This design comes from an exercise in tuning for small area, a short achievable clock period and few clock cycles on the open sky130 flow, not from production work.
No functional check of the RTL was part of this run.

**design/flow/design.v**
```verilog
`default_nettype none
package sw_pkg;
    typedef logic signed [14-1:0] score_t;
    typedef logic [2-1:0] base_t;
    typedef logic [16*2-1:0] query_t;
    typedef logic [10-1:0] pos_t;
    typedef logic [5-1:0] col_t;
    typedef logic [7-1:0] hval_t;
    typedef logic [16*7-1:0] hvec_t;
endpackage
`default_nettype wire
`default_nettype none
module symbol_intake (
    input  wire                i_clk,
    input  wire                i_rst,
    input  wire                i_start,
    input  wire                i_done,
    input  wire                i_sym_req,
    input  wire sw_pkg::base_t i_sym,
    input  wire                i_sym_last,
    output logic               o_sym_ack,
    output logic               o_busy,
    output logic               o_start_q,
    output logic               o_step,
    output sw_pkg::base_t      o_step_base,
    output logic               o_last_step
);
    logic run;       
    logic start_ok;
    logic accept;
    assign start_ok = i_start && !o_busy;
    assign accept   = run && i_sym_req && !o_sym_ack;
    always_ff @(posedge i_clk or posedge i_rst) begin
        if (i_rst) begin
            o_busy      <= 1'b0;
            run         <= 1'b0;
            o_sym_ack   <= 1'b0;
            o_start_q   <= 1'b0;
            o_step      <= 1'b0;
            o_last_step <= 1'b0;
        end else begin
            o_start_q   <= start_ok;
            o_step      <= accept;
            o_last_step <= accept && i_sym_last;
            if (start_ok) begin
                o_busy <= 1'b1;
            end else if (i_done) begin
                o_busy <= 1'b0;
            end
            if (start_ok) begin
                run <= 1'b1;
            end else if (accept && i_sym_last) begin
                run <= 1'b0;
            end
            o_sym_ack <= accept || (o_sym_ack && i_sym_req);
        end
    end
    always_ff @(posedge i_clk) begin
        if (accept) o_step_base <= i_sym;
    end
endmodule
`default_nettype wire
`default_nettype none
module pe_cell #(
    parameter int C  = 1,
    parameter int HB = 2,    
    parameter int DB = 1,    
    parameter int FB = 0,    
    parameter int FW = 1     
) (
    input  wire sw_pkg::base_t   i_a,
    input  wire sw_pkg::base_t   i_b,
    input  wire [DB-1:0]         i_h_diag,
    input  wire [HB-1:0]         i_h_top,
    input  wire [FW-1:0] i_f_top,
    output logic [HB-1:0]        o_h,
    output logic [FW-1:0] o_f
);
    localparam int W = HB + 1;
    logic [W-1:0] diag;
    logic [W-1:0] h_diag;
    logic [W-1:0] f_ext;
    logic [W-1:0] f_open;
    logic [W-1:0] top;
    logic [W-1:0] f_new;
    always_comb begin
        diag = W'(i_h_diag);
        top  = W'(i_h_top);
        if (i_a == i_b) begin
            h_diag = diag + W'(2);
        end else if (diag > W'(-(-3))) begin
            h_diag = diag - W'(-(-3));
        end else begin
            h_diag = '0;
        end
        f_ext  = '0;
        f_open = '0;
        f_new  = '0;
        if (FB > 0) begin
            f_ext  = (W'(i_f_top) > W'(-(-1))) ? W'(i_f_top) - W'(-(-1)) : '0;
            f_open = (top > W'(-(-12))) ? top - W'(-(-12)) : '0;
            f_new  = (f_ext > f_open) ? f_ext : f_open;
        end
        o_f = f_new[FW-1:0];
        o_h = (f_new > h_diag) ? f_new[HB-1:0] : h_diag[HB-1:0];
    end
endmodule
`default_nettype wire
`default_nettype none
module pe_array (
    input  wire                 i_clk,
    input  wire                 i_rst,
    input  wire                 i_start,
    input  wire                 i_query_load,
    input  wire sw_pkg::query_t i_query,
    input  wire                 i_step,
    input  wire sw_pkg::base_t  i_step_base,
    input  wire                 i_last_step,
    output sw_pkg::hvec_t       o_h_scores,
    output logic                o_valid,
    output logic                o_last
);
    localparam int N = 16;
    localparam int W = 7;
    sw_pkg::query_t query_q;
    sw_pkg::hval_t  h  [N+1];    
    logic [4:0]     z  [N+1];    
    logic [4:0]     pm [N+1];    
    logic           v1;
    logic           l1;
    assign h[0] = '0;
    assign z[0] = '0;
    localparam int KL = 7;
    localparam int KH = 15;
    logic gt [KL:KH][KL:KH];     
    always_comb begin
        for (int a = KL; a <= KH; a++) begin
            for (int b = KL; b <= KH; b++) begin
                gt[a][b] = (z[a] > z[b]);
            end
        end
    end
    always_comb begin
        for (int c = 0; c <= N; c++) pm[c] = '0;
        for (int c = 8; c <= N; c++) begin
            for (int k = KL; k <= KH; k++) begin
                if (k >= (14 + c) / 3 && k < c) begin
                    logic win;
                    win = 1'b1;
                    for (int j = KL; j <= KH; j++) begin
                        if (j >= (14 + c) / 3 && j < c) begin
                            if (j < k) win = win & !gt[j][k];
                            if (j > k) win = win & gt[k][j];
                        end
                    end
                    pm[c] = pm[c] | (win ? z[k] : 5'd0);
                end
            end
        end
    end
    localparam int NA = 11;      
    localparam int NS = 5;       
    logic [4:0] fv [N+1];       
    logic [4:0] h11_q;           
    logic [5:0] sh_h1 [NS];
    logic [4:0] sh_f1 [NS];
    genvar gc;
    generate
        for (gc = 1; gc <= N; gc++) begin : g_col
            localparam int HB = $clog2(2 * gc + 1);
            localparam int DB = (gc == 1) ? 1 : $clog2(2 * gc - 1);
            localparam int FB = (2 * gc - 12 <= 0) ? 0 : $clog2(2 * gc - 11);
            localparam int FW = (FB > 0) ? FB : 1;
            localparam bit PB = (gc > NA);   
            logic [HB-1:0] hq;
            logic [HB-1:0] h1;
            logic [HB-1:0] h2;
            logic [FW-1:0] f1;
            logic [FW-1:0] fq;
            logic          wr;
            assign wr = PB ? v1 : i_step;
            if (gc < 7) begin : g_own
                pe_cell #(.C(gc), .HB(HB), .DB(DB), .FB(FB), .FW(FW)) u_cell (
                    .i_a      (query_q[(gc-1)*2 +: 2]),
                    .i_b      (i_step_base),
                    .i_h_diag (h[gc-1][DB-1:0]),
                    .i_h_top  (hq),
                    .i_f_top  (fq),
                    .o_h      (h1),
                    .o_f      (f1)
                );
            end else if (!PB) begin : g_sha
                assign h1 = sh_h1[gc-7][HB-1:0];
                assign f1 = sh_f1[gc-7][FW-1:0];
            end else begin : g_shb
                assign h1 = sh_h1[gc-12][HB-1:0];
                assign f1 = sh_f1[gc-12][FW-1:0];
            end
            assign z[gc] = (7'(hq) + 7'(gc) >= 7'd20) ? 5'(7'(hq) + 7'(gc) - 7'd19) : 5'd0;
            if (gc >= 8) begin : g_gap
                logic [6:0] e;
                logic [6:0] thr;
                assign e   = 7'(pm[gc]) + 7'd8 - 7'(gc);
                assign thr = 7'(hq) + 7'(gc - 8);
                assign h2  = (7'(pm[gc]) > thr) ? e[HB-1:0] : hq;
            end else begin : g_nogap
                assign h2 = hq;
            end
            if (gc == 1) begin : g_h1
                logic hb;
                always_ff @(posedge i_clk) begin
                    if (i_start) hb <= 1'b0;
                    else if (wr) hb <= h1[1];
                end
                assign hq = {hb, 1'b0};
            end else begin : g_h
                always_ff @(posedge i_clk) begin
                    if (i_start) hq <= '0;
                    else if (wr) hq <= h1;
                    else hq <= h2;
                end
            end
            if (FB == 0) begin : g_nof
                assign fq = '0;
            end else begin : g_f
                always_ff @(posedge i_clk) begin
                    if (i_start) fq <= '0;
                    else if (wr) fq <= f1;
                end
            end
            assign h[gc]  = W'(hq);
            assign fv[gc] = 5'(fq);
            assign o_h_scores[(gc-1)*W +: W] = h[gc];
        end
        for (gc = 0; gc < NS; gc++) begin : g_sh
            localparam int CA = 7 + gc;
            localparam int CB = 12 + gc;
            logic [4:0]     hd;
            logic [5:0]     ht;
            logic [4:0]     ft;
            sw_pkg::base_t  qa;
            always_comb begin
                if (v1) begin
                    hd = (gc == 0) ? h11_q : 5'(h[CB-1]);
                    ht = 6'(h[CB]);
                    ft = fv[CB];
                    qa = query_q[(CB-1)*2 +: 2];
                end else begin
                    hd = 5'(h[CA-1]);
                    ht = 6'(h[CA]);
                    ft = fv[CA];
                    qa = query_q[(CA-1)*2 +: 2];
                end
            end
            pe_cell #(.C(CB), .HB(6), .DB(5), .FB(5), .FW(5)) u_cell (
                .i_a      (qa),
                .i_b      (i_step_base),
                .i_h_diag (hd),
                .i_h_top  (ht),
                .i_f_top  (ft),
                .o_h      (sh_h1[gc]),
                .o_f      (sh_f1[gc])
            );
        end
    endgenerate
    always_ff @(posedge i_clk) begin
        if (i_step) h11_q <= 5'(h[NA]);
    end
    always_ff @(posedge i_clk) begin
        if (i_query_load) query_q <= i_query;
    end
    always_ff @(posedge i_clk or posedge i_rst) begin
        if (i_rst) begin
            v1      <= 1'b0;
            l1      <= 1'b0;
            o_valid <= 1'b0;
            o_last  <= 1'b0;
        end else begin
            v1      <= i_step;
            l1      <= i_last_step;
            o_valid <= v1;
            o_last  <= l1;
        end
    end
endmodule
`default_nettype wire
`default_nettype none
module wavefront_max (
    input  wire                     i_clk,
    input  wire                     i_rst,
    input  wire sw_pkg::hvec_t      i_h_scores,
    input  wire sw_pkg::hval_t      i_best,
    input  wire                     i_valid,
    input  wire                     i_last,
    output logic [1:0]              o_row_key,
    output logic [5-2:0]    o_row_idx,     
    output logic                    o_valid,
    output logic                    o_last
);
    localparam int N  = 16;
    localparam int NA = 11;
    localparam int W  = 7;
    localparam int IW = 5 - 1;
    logic [1:0]    leaf_key [N];
    logic [1:0]    p1_key;
    logic [IW-1:0] p1_idx;
    logic [1:0]    a_key;
    logic [IW-1:0] a_idx;
    always_comb begin
        for (int k = 0; k < N; k++) begin
            sw_pkg::hval_t hk;
            logic [1:0]    dk;
            hk = i_h_scores[k*W +: W];
            dk = hk[1:0] - i_best[1:0];
            leaf_key[k] = (hk >= i_best) ? dk + 2'd1 : 2'd0;
        end
    end
    always_comb begin
        logic [1:0]    k2 [6];
        logic [IW-1:0] i2 [6];
        logic [1:0]    k4 [3];
        logic [IW-1:0] i4 [3];
        logic [1:0]    k8;
        logic [IW-1:0] i8;
        for (int j = 0; j < 5; j++) begin
            if (leaf_key[2*j+1] >= leaf_key[2*j]) begin
                k2[j] = leaf_key[2*j+1]; i2[j] = IW'(2*j+1);
            end else begin
                k2[j] = leaf_key[2*j];   i2[j] = IW'(2*j);
            end
        end
        k2[5] = leaf_key[10]; i2[5] = IW'(10);
        for (int j = 0; j < 3; j++) begin
            if (k2[2*j+1] >= k2[2*j]) begin
                k4[j] = k2[2*j+1]; i4[j] = i2[2*j+1];
            end else begin
                k4[j] = k2[2*j];   i4[j] = i2[2*j];
            end
        end
        if (k4[1] >= k4[0]) begin
            k8 = k4[1]; i8 = i4[1];
        end else begin
            k8 = k4[0]; i8 = i4[0];
        end
        if (k4[2] >= k8) begin
            a_key = k4[2]; a_idx = i4[2];
        end else begin
            a_key = k8;    a_idx = i8;
        end
    end
    always_comb begin
        logic [1:0]    kb [3];
        logic [IW-1:0] ib [3];
        logic [1:0]    kc;
        logic [IW-1:0] ic;
        if (leaf_key[11] >= p1_key) begin
            kb[0] = leaf_key[11]; ib[0] = IW'(11);
        end else begin
            kb[0] = p1_key;       ib[0] = p1_idx;
        end
        if (leaf_key[13] >= leaf_key[12]) begin
            kb[1] = leaf_key[13]; ib[1] = IW'(13);
        end else begin
            kb[1] = leaf_key[12]; ib[1] = IW'(12);
        end
        if (leaf_key[15] >= leaf_key[14]) begin
            kb[2] = leaf_key[15]; ib[2] = IW'(15);
        end else begin
            kb[2] = leaf_key[14]; ib[2] = IW'(14);
        end
        if (kb[1] >= kb[0]) begin
            kc = kb[1]; ic = ib[1];
        end else begin
            kc = kb[0]; ic = ib[0];
        end
        if (kb[2] >= kc) begin
            o_row_key = kb[2]; o_row_idx = ib[2];
        end else begin
            o_row_key = kc;    o_row_idx = ic;
        end
    end
    always_ff @(posedge i_clk or posedge i_rst) begin
        if (i_rst) begin
            o_valid <= 1'b0;
            o_last  <= 1'b0;
        end else begin
            o_valid <= i_valid;
            o_last  <= i_last;
        end
    end
    always_ff @(posedge i_clk) begin
        if (i_valid) begin
            p1_key <= a_key;
            p1_idx <= a_idx;
        end
    end
endmodule
`default_nettype wire
`default_nettype none
module score_max_tracker (
    input  wire                  i_clk,
    input  wire                  i_rst,
    input  wire                  i_start,
    input  wire [1:0]            i_row_key,
    input  wire [5-2:0]  i_row_idx,     
    input  wire                  i_valid,
    input  wire                  i_last,
    output sw_pkg::hval_t        o_best,
    output sw_pkg::score_t       o_max_score,
    output sw_pkg::pos_t         o_max_row,
    output sw_pkg::col_t         o_max_col,
    output logic                 o_done,
    output logic                 o_done_d
);
    logic [5-2:0]   delta;
    sw_pkg::pos_t           row;
    logic                   win;
    assign win = i_row_key[1] || (i_row_key[0] && (i_row_idx >= delta));
    assign o_max_score = sw_pkg::score_t'(o_best);
    assign o_done_d    = i_valid && i_last;
    always_ff @(posedge i_clk or posedge i_rst) begin
        if (i_rst) begin
            o_done <= 1'b0;
        end else begin
            o_done <= o_done_d;
        end
    end
    always_ff @(posedge i_clk) begin
        if (i_start) begin
            o_best <= '0;
            delta  <= '0;
            row    <= sw_pkg::pos_t'(1);
        end else if (i_valid) begin
            row <= row + 1'b1;
            if (win) begin
                o_best    <= o_best + sw_pkg::hval_t'(i_row_key) - 1'b1;
                delta     <= i_row_idx;
                o_max_row <= row;
                o_max_col <= sw_pkg::col_t'(i_row_idx) + 1'b1;
            end else if (delta != '0) begin
                delta <= delta - 1'b1;
            end
        end
    end
endmodule
`default_nettype wire
`default_nettype none
module sw_align_top (
    input  wire                 i_clk,
    input  wire                 i_rst,
    input  wire                 i_start,
    input  wire sw_pkg::query_t i_query,
    input  wire                 i_sym_req,
    input  wire sw_pkg::base_t  i_sym,
    input  wire                 i_sym_last,
    output logic                o_sym_ack,
    output logic                o_busy,
    output logic                o_done,
    output sw_pkg::score_t      o_max_score,
    output sw_pkg::pos_t        o_max_row,
    output sw_pkg::col_t        o_max_col
);
    logic               start_q;
    logic               done_d;
    logic               step;
    sw_pkg::base_t      step_base;
    logic               last_step;
    sw_pkg::hvec_t      h_scores;
    logic               h_valid;
    logic               h_last;
    sw_pkg::hval_t      best;
    logic [1:0]         row_key;
    logic [5-2:0] row_idx;
    logic               row_valid;
    logic               row_last;
    symbol_intake u_intake (
        .i_clk        (i_clk),
        .i_rst        (i_rst),
        .i_start      (i_start),
        .i_done       (done_d),
        .i_sym_req    (i_sym_req),
        .i_sym        (i_sym),
        .i_sym_last   (i_sym_last),
        .o_sym_ack    (o_sym_ack),
        .o_busy       (o_busy),
        .o_start_q    (start_q),
        .o_step       (step),
        .o_step_base  (step_base),
        .o_last_step  (last_step)
    );
    pe_array u_array (
        .i_clk        (i_clk),
        .i_rst        (i_rst),
        .i_start      (start_q),
        .i_query_load (!o_busy),
        .i_query      (i_query),
        .i_step       (step),
        .i_step_base  (step_base),
        .i_last_step  (last_step),
        .o_h_scores   (h_scores),
        .o_valid      (h_valid),
        .o_last       (h_last)
    );
    wavefront_max u_wave_max (
        .i_clk        (i_clk),
        .i_rst        (i_rst),
        .i_h_scores   (h_scores),
        .i_best       (best),
        .i_valid      (h_valid),
        .i_last       (h_last),
        .o_row_key    (row_key),
        .o_row_idx    (row_idx),
        .o_valid      (row_valid),
        .o_last       (row_last)
    );
    score_max_tracker u_tracker (
        .i_clk        (i_clk),
        .i_rst        (i_rst),
        .i_start      (start_q),
        .i_row_key    (row_key),
        .i_row_idx    (row_idx),
        .i_valid      (row_valid),
        .i_last       (row_last),
        .o_best       (best),
        .o_max_score  (o_max_score),
        .o_max_row    (o_max_row),
        .o_max_col    (o_max_col),
        .o_done       (o_done),
        .o_done_d     (done_d)
    );
endmodule
`default_nettype wire
```
**design/flow/flow/run.sh**
```bash
#!/bin/bash
# Standard ORFS layout with these changes, none of which touches the design or
# its constraints:
#  - synthesis leaves adders to ABC instead of extracting them into half/full
#    adder cells (ADDER_MAP_FILE empty), so ABC can optimise the small
#    constant adders and comparators of this design;
#  - ABC restructures and maps for area (a copy of ORFS's scripts
#    folder whose abc_area.script runs &deepsyn for 60 s, then a
#    mapping script like ORFS's area one: "dch; map -B 0.9; topo; stime; buffer; upsize;
#    dnsize");
#  - the port buffers are buf_2 cells instead of the delay buffer that
#    buffer_ports picks by default;
#  - timing repair aims at the margin given below.
# make's output goes to make_finish.log; each ORFS step logs to orfs/logs/.
set -euo pipefail
cd "$(dirname "$0")/.."
rm -rf scripts_abc
cp -r "$FLOW_HOME/scripts" scripts_abc
printf 'strash\n&get -n\n&deepsyn -T 60\n&put\ndch\nmap -B 0.9\ntopo\nstime -c\nbuffer -c\nupsize -c\ndnsize -c\n' > scripts_abc/abc_area.script
bash standard.sh ADDER_MAP_FILE= "SCRIPTS_DIR=$PWD/scripts_abc" \
    "BUFFER_PORTS_ARGS=-buffer_cell sky130_fd_sc_hd__buf_2" \
    SETUP_SLACK_MARGIN=7.0 finish > make_finish.log 2>&1
```
**design/flow/standard.sh**
```bash
#!/bin/bash
# synth_recipe.tcl (not shown) runs the flow's synth.tcl, then flattens the netlist and writes it again
# the make line also repeats each setting of config.mk as NAME=value (left out here)
make -C /OpenROAD-flow-scripts/flow DESIGN_CONFIG=/design/flow/config.mk WORK_HOME=/design/flow/orfs CLKGATE_MAP_FILE= SYNTH_SCRIPT=/design/flow/synth_recipe.tcl "${@:-finish}"
```
**design/flow/config.mk**
```make
export PLATFORM = sky130hd
export DESIGN_NAME = sw_align_top
export DESIGN_NICKNAME = sw_align_top
export VERILOG_FILES = /design/flow/design.v
export SDC_FILE = /design/flow/constraint.sdc
export NUM_CORES = 4
export LEC_CHECK = 0
export ABC_AREA = 1
export CAP_MARGIN = 20
export CORE_MARGIN = 2
export CORE_UTILIZATION = 40
export SLEW_MARGIN = 20
```
**design/flow/constraint.sdc**
```tcl
create_clock -name core_clock -period 10.0 [get_ports {i_clk}]
set_input_delay 2.0000 -clock core_clock [delete_from_list [all_inputs] [get_ports {i_clk}]]
set_output_delay 2.0000 -clock core_clock [all_outputs]
set_load 0.01 [all_outputs]
```
==> flow_metrics.tcl <==
set metrics [dict create \
    outcome "timing/DRC/antenna clean" \
    drt-vias-per-instance 5.63 \
    ys_seq_area_frac 0.293 \
    postRouteAntennaNets 0 \
    synth_ff_type "dfxtp_1" \
    fin_crit_sh 0.316 \
    cp-start-kind "flop" \
    postCtsHoldBufs 0 \
    tightest_slew_ns 1.07 \
    die_h_um 204 \
    hold_ws_ns 0.348 \
    vias 18300 \
    dieArea_sq_um 41700 \
    critPathCaptureType "primary output" \
    cts_made_buffers 25 \
    setup_slack_ns 6.84 \
    cts_buffer_depth 3 \
    antennaDiodeCount 0 \
    rr_worst_depth 16 \
    finalSetupViolCount 0 \
    track_usage 0.291 \
    syn2layout_area_growth_pct 25.6 \
    layout-drive-gt1-share 0.261 \
    crit_fanout 3 \
    die_w_um 204 \
    synth_top_area_frac 0.172 \
    crit_start "u_tracker.o_best[1]$_SDFFE_PP0P_" \
    cp-endpoint "o_max_score[1]" \
    gr-total-overflow 0 \
    hpwl_um 44800 \
    yosysMostFrequentCell "nand2_1" \
    synthCells 2530 \
    drc 0 \
    wl_um 63200 \
    yosysWarnings 34 \
    clock_skew_ns 0.0145 \
    hold_class "flop to flop" \
    cts_tree "done" \
    rows 73 \
    dr.pass1.iters 6 \
    fill_cells 4052 \
    ys_ff_latch 201 \
    synth-edff-count 60 \
    finalMaxSlewViolations 0 \
    synth_top_cell_by_area "nand2_1" \
    fp.coreArea_sq_um 39600 \
    avgRoutedWirePerCell_um 19.5 \
    min_path_cells 0 \
    synthArstFlopShare 0.0647 \
    synth.distinct_cells 70 \
    r2r_start "u_array.v1$_DFF_PP0_" \
    path_clk_slew_ns 0.06 \
    drv_cap 0 \
    setup_tns_ns 0 \
    grt_pass1_wl_um 94000 \
    yosys-top-cells-count "nand2_1, inv_1, nand3_1" \
    grt_start_max_net_pins 45 \
    cts.sinks 201 \
    pre_cts_slack_ns 5.90 \
    grt_antenna_before_repair 1 \
    boundaryPins 71 \
    grt_pass1_vias 16600 \
    crit_required_ns 8.00 \
    path_class "flop to primary output" \
    postSynthAreaPerCell_sq_um 6.33 \
    synthTopCellsByArea "nand2_1, dfxtp_1, edfxtp_1" \
    rsz0062_at_grt "true" \
    finalCriticalPeriod_ns 3.16 \
    synth_area_sq_um 16000 \
    r2r-end "u_array.g_col[11].hq[0]$_SDFFE_PP0P_" \
    drt_iter0_markers 1589 \
    fmax_ghz 0.316 \
    r2r_slack_ns 6.90 \
    port-buffer-count 63 \
    arrival_ns 1.16 \
    slew_headroom 0.286 \
    clock_latency_ns 0.57 \
    hold_viol_final 0 \
    fin_nets 2735 \
    cts-root-buf "clkbuf_16" \
    htree_levels 1 \
    gp_congestion 1.06 \
    initial_core_util 0.404 \
]
[worst min-delay path by stage]
stage | slack [ns] | to | startpoint
6_report | 0.35 | u_wave_max.o_last$_DFF_PP0_ | u_array.o_last$_DFF_PP0_
5_1_grt | 0.36 | u_wave_max.o_last$_DFF_PP0_ | u_array.o_last$_DFF_PP0_
4_1_cts | 0.35 | u_wave_max.o_last$_DFF_PP0_ | u_array.o_last$_DFF_PP0_
3_5_place_dp | 0.34 | u_wave_max.o_last$_DFF_PP0_ | u_array.o_last$_DFF_PP0_
3_3_place_gp | 0.34 | u_array.l1$_DFF_PP0_ | u_intake.o_last_step$_DFF_PP0_
2_1_floorplan | 0.33 | u_array.l1$_DFF_PP0_ | u_intake.o_last_step$_DFF_PP0_
[cell families after synthesis]
group           Yosys count  share of synthesized area
mux                       1                   0.000703
fa+ha+maj                 1                   0.000625
compound gates          484                      0.185
flops                   201                      0.293
simple gates           1367                      0.382
xor+xnor                 44                     0.0241
buf+inv                 431                      0.114
other cells               1                   0.000234
[placed cells by master (no fill, tap or decap), types with 43 or more instances in the layout]
master / synthesis / layout
a21oi_1: 77 / 71
inv_1: 296 / 272
buf_2: 18 / 57
nand3_1: 223 / 190
dfxtp_1: 128 / 86
o21ai_1: 50 / 57
o21ai_0: 175 / 148
nand2_1: 734 / 663
nand4_1: 45 / 45
nor2_1: 196 / 175
o22ai_1: 48 / 43
nand2_2: 59 / 98
buf_4: 20 / 120
edfxtp_1: 60 / 60
inv_2: 44 / 48
[area by class of cell]
class                   count  area (sq um)  area share
inverters                 350          1420      0.0704
flip-flops and latches    201          4820       0.239
multi-input cells        1904         10600       0.527
clock inverters            16           193     0.00957
repair buffers            214          1780      0.0884
clock buffers              30           664      0.0330
well taps                 525           657      0.0326
[routing by layer]
metal,share of wire,global-route usage
met1,0.42,0.391
met2,0.44,0.454
met3,0.087,0.0464
met4,0.056,0.138
met5,0,0
[flip-flops by register name, summed over array words and instances (netlist names), 2 cells and up]
register / cells
u_tracker.o_max_col: 5
u_tracker.o_best: 7
u_tracker.delta: 4
u_tracker.row: 10
u_array.g_col.hq: 67
u_wave_max.p1_key: 2
u_array.g_col.fq: 39
u_wave_max.p1_idx: 4
u_array.query_q: 32
u_array.h11_q: 5
u_tracker.o_max_row: 10
u_intake.o_step_base: 2
[per-stage QoR]
step                      std cells   util  instance area, sq um
after detailed placement       3052  0.418                 16600
after CTS                      3165  0.470                 18600
after floorplan                2536      -                 16000
after global placement         3052  0.418                 16600
after global routing           3240  0.508                 20100
final                          3240  0.508                 20100
[timing repair]
item	in CTS	in global routing
gates cloned	3	3
pin swaps	21	65
resized for setup	180	249
setup endpoints to repair	128	102
buffers inserted	64	72
[critical path, cell delays in order (launching register included)]
cell and delay [ns]:
dfxtp_4 0.36, buf_6 0.13, buf_6 0.11

re-timing with driven ports:
In the flow no input, the clock included, has a driving cell. The finished layout below was timed again as built, in two steps.
Step 1: set_driving_cell puts a clkbuf_16 on i_clk and a buf_2 on each other input, an assumption about the parent block.
Step 2 moves the port delays by t, midway between the first and last clock arrival at a register: inputs arrive t later, outputs are due t later. That takes back most of the time a late clock gives input paths.
Slacks: ideal / step 1 / step 2; pairs: ideal / step 1.
shift t [ns]: 0.617
setup WS [ns]: 6.836 / 6.777 / 6.899
latest minus earliest clock arrival (ns): 0.015 / 0.015
pins driven straight from the clock port: 1
After both steps setup and hold are still met in this run. For this run, drivers alone change the setup slack by -0.059 ns; drivers and shift together by +0.063 ns.
